This design comes from an exercise in tuning for small area, a short achievable clock period and few clock cycles on the open sky130 flow, not from production work.
Where RTL was checked, it was by simulation tests only, not by an equivalence proof against the original.
No activity file was given, so power comes from the tool's default toggle rates.

Design framebuf_manager, start of the top module:
module framebuf_manager
#(
	parameter int SYM_ID_BITS = 4,
	parameter int H_UNITS = 4,
	parameter int V_UNITS = 3
) (
	input  logic                  i_clk,
	input  logic                  n_btn_rst,
	input  logic                  i_sym_mode,
	input  logic                  i_pkt_valid,
	input  fb_pkg::pkt_word_t     i_pkt,
	input  logic                  i_frame_end,
	input  logic                  i_draw_en,
	input  logic [COORD_BITS-1:0] i_sx,
	input  logic [COORD_BITS-1:0] i_sy,
	output logic [COLOR_BITS-1:0] o_color_r,
	output logic [COLOR_BITS-1:0] o_color_g,
	output logic [COLOR_BITS-1:0] o_color_b,
	output logic                  o_cmd_full,
	output logic                  o_draw_idle
);
	localparam int NUM_UNITS = H_UNITS * V_UNITS;
	logic                       prog_we;
	logic                       draw_we;
	logic [1:0]                 sym_width;
	logic [1:0]                 sym_height;
	logic                       cmd_valid;
	logic [SYM_ID_BITS-1:0]     cmd_id;
	logic [1:0]                 cmd_left;
	logic [1:0]                 cmd_top;
	logic [1:0]                 cmd_width;
	logic [1:0]                 cmd_height;
	logic [NUM_UNITS-1:0]       wr_mask;
	logic [NUM_UNITS-1:0]       clear_mask;
	logic [1:0]                 rd_col;
	logic [1:0]                 rd_row;
	logic [SYM_ID_BITS-1:0]     rd_id;
	logic [SYM_ID_BITS-1:0]     color_id;
	logic [COLOR_WORD_BITS-1:0] color_word;
	assign prog_we = i_pkt_valid && !i_sym_mode;
	assign draw_we = i_pkt_valid && i_sym_mode;
	assign o_cmd_full  = 1'b0;
	assign o_draw_idle = 1'b1;
	attr_tables #(.SYM_ID_BITS(SYM_ID_BITS)) u_attr (
		.i_clk(i_clk), .i_prog_we(prog_we), .i_pkt(i_pkt),
		.i_dim_id(i_pkt.draw.sym_id[SYM_ID_BITS-1:0]), .i_color_id(color_id),
		.o_width(sym_width), .o_height(sym_height), .o_color(color_word)
	);
	draw_cmd_fifo #(.SYM_ID_BITS(SYM_ID_BITS)) u_fifo (
		.i_clk(i_clk), .n_btn_rst(n_btn_rst), .i_push(draw_we), .i_pkt(i_pkt),
		.i_width(sym_width), .i_height(sym_height),
		.o_valid(cmd_valid), .o_id(cmd_id), .o_left(cmd_left), .o_top(cmd_top),
		.o_width(cmd_width), .o_height(cmd_height)
	);
  ...
clock: 6.0 ns
lec_check: 0
cap_margin: 20
core_margin: 2
core_utilization: 60
cts_buf_list: sky130_fd_sc_hd__clkbuf_16
cts_cluster_diameter: 100
cts_cluster_size: 30
setup_slack_margin: 3.8
slew_margin: 20
standard.sh (not shown) runs the stock make flow with config.mk's settings and CLKGATE_MAP_FILE= SYNTH_SCRIPT=/design/flow/synth_recipe.tcl, a recipe that flattens the netlist after the stock synthesis.
==> flow/flow/run.sh <==
#!/bin/bash
# The standard layout (the standard.sh, unchanged synthesis and steps),
# with every input and output port buffered by a plain buf_2 instead of the
# cell buffer_ports picks by default. All tool output goes to flow.log
set -o pipefail
bash standard.sh "BUFFER_PORTS_ARGS=-buffer_cell sky130_fd_sc_hd__buf_2" finish > flow.log 2>&1
The baseline passed the timing, design-rule and antenna checks.
Testbench counts at the start, summed over its fixed seeds: cycles 1,536.
Then changed:
Settings changed: CTS_CLUSTER_SIZE 30 to 32, SETUP_SLACK_MARGIN 3.8 to 3.5.
=> The changed run ran to the end with no violations; hold slack improves by 0.015 ns; register-to-register slack degrades by 0.24 ns; worst setup slack degrades by 0.28 ns; clock-buffer cell count stays the same; fmax went down by roughly a tenth; via count went down slightly; design area went down by a few percent; wire length went down by a few percent; clock power stays flat; global-route usage went down by 1.2 points; synthesized cell count stays the same.
Then changed:
Settings changed: CORE_UTILIZATION 60 to 65, CTS_CLUSTER_SIZE 32 to 30, PLACE_DENSITY set to 0.8, SETUP_SLACK_MARGIN 3.5 to 3.85.
=>
- worst setup slack is better by 0.27 ns
- count of clock-buffer cells in the layout does not change
- via count rose by about 4%
- clock skew hardly moves
- sequential share of layout area fell by 1.3 points
- routed wire length rose by about 7%
- combinational power rose by about 18%
- flip-flop and latch count is unchanged
- total power rose by about 2.5%
- die area fell by about 7.5%
- cell area rose by about 2%
Then changed:
==> flow/flow/run.sh (replaced) <==
#!/bin/bash
# The standard layout (the standard.sh, unchanged synthesis and steps),
# with every input and output port buffered by a plain buf_2, and the clock
# tree built without buffers at its branching points. All tool output goes
# to flow.log
set -o pipefail
bash standard.sh "BUFFER_PORTS_ARGS=-buffer_cell sky130_fd_sc_hd__buf_2" \
	"CTS_ARGS=-sink_clustering_enable -repair_clock_nets -sink_clustering_size 30 -sink_clustering_max_diameter 100 -buf_list sky130_fd_sc_hd__clkbuf_16 -branching_point_buffers_distance 1000 -distance_between_buffers 1000" \
	finish > flow.log 2>&1
Settings changed: CORE_UTILIZATION 65 to 60, PLACE_DENSITY 0.8 to unset.
After rerunning:
- The changed run finished with timing, DRC and antenna clean
- wire length drops by 4.8%
- total power stays flat
- register-to-register slack loses 0.02 ns

* * *

Starting RTL as in the previous note.
export LEC_CHECK = 0
export CAP_MARGIN = 20
export CORE_MARGIN = 2
export CORE_UTILIZATION = 70
export CTS_BUF_LIST = sky130_fd_sc_hd__clkbuf_16
export CTS_CLUSTER_DIAMETER = 100
export CTS_CLUSTER_SIZE = 30
export PLACE_DENSITY = 0.75
export SETUP_SLACK_MARGIN = 3.85
export SLEW_MARGIN = 20
create_clock -name core_clock -period 6.0 [get_ports {i_clk}]
==> flow/flow/run.sh <==
#!/bin/bash
# The standard layout (the standard.sh, unchanged synthesis and steps),
# with every input and output port buffered by a plain buf_2 instead of the
# cell buffer_ports picks by default. All tool output goes to flow.log
set -o pipefail
bash standard.sh "BUFFER_PORTS_ARGS=-buffer_cell sky130_fd_sc_hd__buf_2" finish > flow.log 2>&1
Testbench counts at the start, summed over its fixed seeds: cycles 1,536.
Change:
==> flow/flow/run.sh (replaced) <==
#!/bin/bash
# The standard layout (the standard.sh, unchanged synthesis and steps),
# with every input and output port buffered by a plain buf_2, and the clock
# tree's sinks clustered in one level. All tool output goes to flow.log
set -o pipefail
bash standard.sh "BUFFER_PORTS_ARGS=-buffer_cell sky130_fd_sc_hd__buf_2" \
	"CTS_ARGS=-sink_clustering_enable -repair_clock_nets -sink_clustering_size 30 -sink_clustering_max_diameter 100 -buf_list sky130_fd_sc_hd__clkbuf_16 -sink_clustering_levels 1 -balance_levels" \
	finish > flow.log 2>&1
--- a/flow/config.mk
+++ b/flow/config.mk
@@ -9,3 +9,3 @@
 export CORE_MARGIN = 2
-export CORE_UTILIZATION = 70
+export CORE_UTILIZATION = 60
 export CTS_BUF_LIST = sky130_fd_sc_hd__clkbuf_16
@@ -13,3 +13,2 @@
 export CTS_CLUSTER_SIZE = 30
-export PLACE_DENSITY = 0.75
 export SETUP_SLACK_MARGIN = 3.85
Effect: The new run ran to the end with no violations. Via count decreases by 3.3%. Final area is about the same. Non-clock buffer count decreases by 2. Synthesized area stays the same.

* * *

== run 1 ==
framebuf_manager again, from the RTL that the note above started with.
export LEC_CHECK = 0
export CAP_MARGIN = 20
export CORE_MARGIN = 2
export CORE_UTILIZATION = 60
export CTS_BUF_LIST = sky130_fd_sc_hd__clkbuf_16
export CTS_CLUSTER_DIAMETER = 100
export CTS_CLUSTER_SIZE = 30
export SETUP_SLACK_MARGIN = 4.0
export SLEW_MARGIN = 20
create_clock -name core_clock -period 6.0 [get_ports {i_clk}]
==> flow/flow/run.sh <==
#!/bin/bash
# The standard layout (the standard.sh, unchanged synthesis and steps),
# with every input and output port buffered by a plain buf_2 instead of the
# cell buffer_ports picks by default. All tool output goes to flow.log
set -o pipefail
bash standard.sh "BUFFER_PORTS_ARGS=-buffer_cell sky130_fd_sc_hd__buf_2" finish > flow.log 2>&1
Run 1: all stages complete, timing, DRC and antenna checks passed
Testbench counts of run 1, summed over its fixed seeds: cycles 1,536.
Edits applied to the flow inputs when going from run 1 to run 2:
# run 1
export LEC_CHECK = 0
export CAP_MARGIN = 20
export CORE_MARGIN = 2
export CORE_UTILIZATION = 60
export CTS_BUF_LIST = sky130_fd_sc_hd__clkbuf_16
export CTS_CLUSTER_DIAMETER = 100
export CTS_CLUSTER_SIZE = 30
export SETUP_SLACK_MARGIN = 4.0
export SLEW_MARGIN = 20
create_clock -name core_clock -period 6.0 [get_ports {i_clk}]
# run 2
export LEC_CHECK = 0
export CAP_MARGIN = 20
export CORE_MARGIN = 2
export CORE_UTILIZATION = 65
export CTS_BUF_LIST = sky130_fd_sc_hd__clkbuf_16
export CTS_CLUSTER_DIAMETER = 100
export CTS_CLUSTER_SIZE = 30
export PLACE_DENSITY = 0.7
export SETUP_SLACK_MARGIN = 3.85
export SLEW_MARGIN = 20
create_clock -name core_clock -period 6.0 [get_ports {i_clk}]
==> comparison <==
Final critical-path setup slack on run 2 is behind run 1.
Post-route core utilization: run 2 vs run 1 up 2.5 points
Number of global-route vias before repair of run 2 falls short of that of run 1 slightly.
Run 2 did not stop at any stage, and its layout met the timing, design-rule and antenna checks.
First-pass GRT wire length went down by a few percent going from run 1 to run 2.
Run 1 was larger in final cell area than run 2.
The total leakage power in run 2 was lower than what run 1 gave.
NOTE: actual transition at the worst max-transition pin in run 2 exceeds that of run 1
On power share of the clock group: between run 2 and run 1, it ends up higher for run 2.
The following lists how run 3 was set up differently from run 2:
# run 2
export LEC_CHECK = 0
export CAP_MARGIN = 20
export CORE_MARGIN = 2
export CORE_UTILIZATION = 65
export CTS_BUF_LIST = sky130_fd_sc_hd__clkbuf_16
export CTS_CLUSTER_DIAMETER = 100
export CTS_CLUSTER_SIZE = 30
export PLACE_DENSITY = 0.7
export SETUP_SLACK_MARGIN = 3.85
export SLEW_MARGIN = 20
create_clock -name core_clock -period 6.0 [get_ports {i_clk}]
# run 3
export LEC_CHECK = 0
export CAP_MARGIN = 20
export CORE_MARGIN = 2
export CORE_UTILIZATION = 60
export CTS_BUF_LIST = sky130_fd_sc_hd__clkbuf_16
export CTS_CLUSTER_DIAMETER = 100
export CTS_CLUSTER_SIZE = 32
export SETUP_SLACK_MARGIN = 3.7
export SLEW_MARGIN = 20
create_clock -name core_clock -period 6.0 [get_ports {i_clk}]
==> results.txt <==
- Run 3 falls short of run 2 in placed wire-length estimate after detailed placement.
- Maximum net fanout on the critical path: run 3 > run 2
- The die area number comes out lower for run 2 vs run 3.
- From run 2 to run 3 the numbers moved as follows: clock network power barely changed; least setup slack across all paths after layout dropped 90 ps.
- Of the two values seen for slowest cell on the critical path, sky130_fd_sc_hd__nor4_4 was produced by run 3 and sky130_fd_sc_hd__dfxtp_2 by run 2.
#### Input delta (run 4 over run 3)
# run 3
export LEC_CHECK = 0
export CAP_MARGIN = 20
export CORE_MARGIN = 2
export CORE_UTILIZATION = 60
export CTS_BUF_LIST = sky130_fd_sc_hd__clkbuf_16
export CTS_CLUSTER_DIAMETER = 100
export CTS_CLUSTER_SIZE = 32
export SETUP_SLACK_MARGIN = 3.7
export SLEW_MARGIN = 20
create_clock -name core_clock -period 6.0 [get_ports {i_clk}]
# run 4
export LEC_CHECK = 0
export CAP_MARGIN = 20
export CORE_MARGIN = 2
export CORE_UTILIZATION = 60
export CTS_BUF_LIST = sky130_fd_sc_hd__clkbuf_16
export CTS_CLUSTER_DIAMETER = 60
export CTS_CLUSTER_SIZE = 30
export SETUP_SLACK_MARGIN = 3.5
export SLEW_MARGIN = 20
create_clock -name core_clock -period 6.0 [get_ports {i_clk}]
### Flow results
Run 4 completed end to end with timing, DRC and antenna clean.
Looking at final wirelength, run 4 sits 150 um lower than run 3 does.
Cmp run 3 and run 4 / met1 wire length / higher: run 4
Comparing run 3 against run 4, there is no change at all in antenna cell count.
Between run 4 and run 3, the hold slack figures differ only marginally.
Compared with run 3, in run 4 number of placed cells counting well taps level; cell area moved up; number of buffers inserted during clock tree synthesis moved up; total power moved up; data required time at the worst endpoint moved down.
Of run 4 and run 3, it is run 4 that has the higher utilization.

* * *

Another version of the RTL of framebuf_manager (not shown whole).
For scale: roughly 870 cells after synthesis, about 400 flip-flops, roughly 100 I/O pins, roughly 15000 um^2 of cells after synthesis.
clock: 6.0 ns
lec_check: 0
cap_margin: 20
core_margin: 2
core_utilization: 40
setup_slack_margin: 4.0
slew_margin: 20
run.sh (not shown) runs the stock make flow with config.mk's settings and CLKGATE_MAP_FILE= SYNTH_SCRIPT=/design/flow/synth_recipe.tcl, a recipe that flattens the netlist after the stock synthesis.
Stock flow here: none of the scripts above is used.
Testbench counts at the start, summed over its fixed seeds: cycles 1,536.
Next try:
- SETUP_SLACK_MARGIN: 4.0 -> default
The new run went through all stages and came out clean.
Flip-flop and latch count is unchanged.
Combinational power went down by 24%.
Design area went down by about 10%.
Sequential share of layout area came out higher by 5.8 points.
Global-route usage came out lower by 2.0 points.
Area after synthesis does not change.
Worst setup slack is worse by 1.3 ns.
First-iteration DRC count drops by 26%.
Utilization came out lower by 5.3 points.
Next try:
- SETUP_SLACK_MARGIN: default -> 3.5
- The changed run completed with no timing, DRC or antenna violations
- worst setup slack improves by 1.2 ns
- global-route usage went up by 0.80 points
- synthesized area stays the same

* * *

job 9799:
RTL: one of the versions met above, not the one the previous note started from.
Size in the first run: roughly 740 cells after synthesis, about 400 flip-flops, ~100 I/O pins, ~15000 um2 of cells after synthesis.
export LEC_CHECK = 0
export CAP_MARGIN = 20
export CORE_MARGIN = 2
export CORE_UTILIZATION = 60
export CTS_BUF_LIST = sky130_fd_sc_hd__clkbuf_16
export CTS_CLUSTER_DIAMETER = 100
export CTS_CLUSTER_SIZE = 30
export SETUP_SLACK_MARGIN = 3.85
export SLEW_MARGIN = 20
create_clock -name core_clock -period 6.0 [get_ports {i_clk}]
Job 9799 went all the way through synthesis, placement and routing and the layout is clean on timing, DRC and antenna.
Testbench counts of job 9799, summed over its fixed seeds: cycles 1,536.
Inputs modified between job 9799 and job 8618:
Settings: SETUP_SLACK_MARGIN now 3.5, was 3.85; CTS_CLUSTER_SIZE now 36, was 30; CTS_CLUSTER_DIAMETER now 80, was 100.
==> flow/flow/run.sh (new file) <==
#!/bin/bash
# The standard layout (the standard.sh, unchanged synthesis and steps),
# with every input and output port buffered by a plain buf_2 instead of the
# cell buffer_ports picks by default. All tool output goes to flow.log
set -o pipefail
bash standard.sh "BUFFER_PORTS_ARGS=-buffer_cell sky130_fd_sc_hd__buf_2" finish > flow.log 2>&1
==> flow/standard.sh (new file) <==
#!/bin/bash
# synth_recipe.tcl (not shown) runs the flow's synth.tcl, then flattens the netlist and writes it again
# the make line also repeats each setting of config.mk as NAME=value (left out here)
make -C /OpenROAD-flow-scripts/flow DESIGN_CONFIG=/design/flow/config.mk WORK_HOME=/design/flow/orfs CLKGATE_MAP_FILE= SYNTH_SCRIPT=/design/flow/synth_recipe.tcl "${@:-finish}"
removed: flow/run.sh
Results
Path type of the worst setup path: flip-flop to primary output -> job 9799, input pin to flip-flop -> job 8618. Compared with job 9799, job 8618 shows critical path depth higher by 4. Summary of job 8618 over job 9799: number of vias after detailed routing went down 191, setup slack went down 250 ps.
> inputs changed (job 8618 -> job 6103)
Settings: CTS_CLUSTER_DIAMETER now 100, was 80; CTS_CLUSTER_SIZE now 30, was 36; ABC_AREA now 1, previously not set; SETUP_SLACK_MARGIN now 3.85, was 3.5.
==> results.txt <==
Taking job 8618 as the reference, in job 6103 final period demand of the worst path went down; post-CTS setup repair buffer count saw a decrease; total power +about 8%.
Result for job 8618 and job 6103: all clean
Job 8618 ended up with multiplexers as its combinational family with the most area after synthesis; job 6103 ended up with simple AND/OR/NAND/NOR gates.

* * *

framebuf_manager, a different RTL version from the one above (not shown whole).
For scale: ~900 cells after synthesis, roughly 400 flip-flops, ~100 I/O pins.
clock: 6.0 ns
lec_check: 0
cap_margin: 20
core_margin: 2
core_utilization: 60
cts_buf_list: sky130_fd_sc_hd__clkbuf_4 sky130_fd_sc_hd__clkbuf_8
cts_cluster_size: 30
setup_slack_margin: 3.5
slew_margin: 20
Stock flow here: none of the scripts above is used.
The first run passed the timing, design-rule and antenna checks.
Next try:
CORE_UTILIZATION = 40   (was 60)
CTS_BUF_LIST = default   (was sky130_fd_sc_hd__clkbuf_4 sky130_fd_sc_hd__clkbuf_8)
CTS_CLUSTER_SIZE = default   (was 30)
The new run finished with timing, DRC and antenna clean.
First-iteration DRC count fell by 33%.
Non-clock buffer count rose by 15.
Via count fell by about 5%.
Sequential share of layout area fell by 1.6 points.
Synthesized cell count does not change.
Power rose by 5.7%.
Utilization fell by 23 points.
Design area rose by 2.8%.
Setup slack degrades by 41 ps.
Next try:
==> flow/flow/run.sh (new file) <==
#!/bin/bash
# The standard layout (the standard.sh, unchanged synthesis and steps),
# with every input and output port buffered by a plain buf_2 instead of the
# cell buffer_ports picks by default. All tool output goes to flow.log
set -o pipefail
bash standard.sh "BUFFER_PORTS_ARGS=-buffer_cell sky130_fd_sc_hd__buf_2" finish > flow.log 2>&1
==> flow/standard.sh (new file) <==
#!/bin/bash
# synth_recipe.tcl (not shown) runs the flow's synth.tcl, then flattens the netlist and writes it again
# the make line also repeats each setting of config.mk as NAME=value (left out here)
make -C /OpenROAD-flow-scripts/flow DESIGN_CONFIG=/design/flow/config.mk WORK_HOME=/design/flow/orfs CLKGATE_MAP_FILE= SYNTH_SCRIPT=/design/flow/synth_recipe.tcl "${@:-finish}"
CORE_UTILIZATION = 60   (was 40)
CTS_BUF_LIST = sky130_fd_sc_hd__clkbuf_4 sky130_fd_sc_hd__clkbuf_8   (was default)
CTS_CLUSTER_SIZE = 30   (was default)
removed: flow/run.sh
Effect:
- worst hold slack is worse by 7.6 ps
- die area goes down by 33%
- routed wire length goes down by 1.2%
- area after synthesis does not change
- power drops by 3.5%
- critical path depth came out higher by 1
- global-route usage rose by 8.6 points
- via count went up by 2.7%
Function was not checked in any run of this note: the RTL went through the layout flow alone.

re-timing with driven ports:
The flow's constraints put no driver on any port. The routed layouts listed below were extracted and timed again, unchanged, in two steps. Step 1 (the two cells are an assumption about what drives the block):
set clk [get_ports {i_clk}]
set_driving_cell -lib_cell sky130_fd_sc_hd__clkbuf_16 $clk
set_driving_cell -lib_cell sky130_fd_sc_hd__buf_2 [delete_from_list [all_inputs] $clk]
Step 2 also shifts input and output timing later by t, the mid clock arrival at the registers, as if the neighbouring blocks saw the same clock. Slacks: no drivers / after step 1 / after step 2; pairs: no drivers / after step 1.
run	t (ns)	setup WS [ns]	hold WS [ns]	worst data-port slew with drivers (ns)
the first run of note 1	0.554	3.812 / 3.788 / 3.280	0.368 / 0.368 / 0.368	0.08
the second run of note 1	0.555	3.532 / 3.559 / 3.004	0.383 / 0.383 / 0.383	0.06
the third run of note 1	0.568	3.807 / 3.756 / 3.326	0.383 / 0.383 / 0.383	0.09
the fourth run of note 1	0.555	3.831 / 3.784 / 3.326	0.378 / 0.378 / 0.378	0.07
the first run of note 2	0.553	3.818 / 3.788 / 3.277	0.373 / 0.373 / 0.373	0.07
the second run of note 2	0.555	3.831 / 3.784 / 3.326	0.378 / 0.378 / 0.378	0.07
run 1	0.556	3.844 / 3.797 / 3.298	0.370 / 0.370 / 0.370	0.18
run 2	0.555	3.833 / 3.784 / 3.363	0.403 / 0.403 / 0.403	0.05
run 3	0.560	3.744 / 3.745 / 3.185	0.364 / 0.364 / 0.364	0.08
run 4	0.593	3.555 / 3.580 / 2.987	0.364 / 0.364 / 0.364	0.06
the first run of note 4	0.594	3.640 / 3.640 / 3.274	0.354 / 0.354 / 0.354	0.07
the second run of note 4	0.597	2.312 / 2.337 / 1.740	0.362 / 0.362 / 0.362	0.07
the third run of note 4	0.597	3.542 / 3.542 / 3.021	0.356 / 0.356 / 0.356	0.06
job 9799	0.565	3.833 / 3.785 / 3.282	0.393 / 0.393 / 0.393	0.05
job 8618	0.556	3.579 / 3.605 / 3.049	0.390 / 0.390 / 0.390	0.06
job 6103	0.574	3.844 / 3.792 / 3.335	0.371 / 0.371 / 0.371	0.07
the first run of note 6	0.655	3.517 / 3.538 / 2.884	0.352 / 0.352 / 0.352	0.05
the second run of note 6	0.593	3.476 / 3.501 / 2.909	0.357 / 0.357 / 0.357	0.06
the third run of note 6	0.644	3.549 / 3.577 / 2.933	0.349 / 0.349 / 0.349	0.06
After both steps setup and hold are still met in every run listed. For the first run of note 6, which loses most, drivers alone change the setup slack by +0.021 ns; drivers and shift together by -0.633 ns.
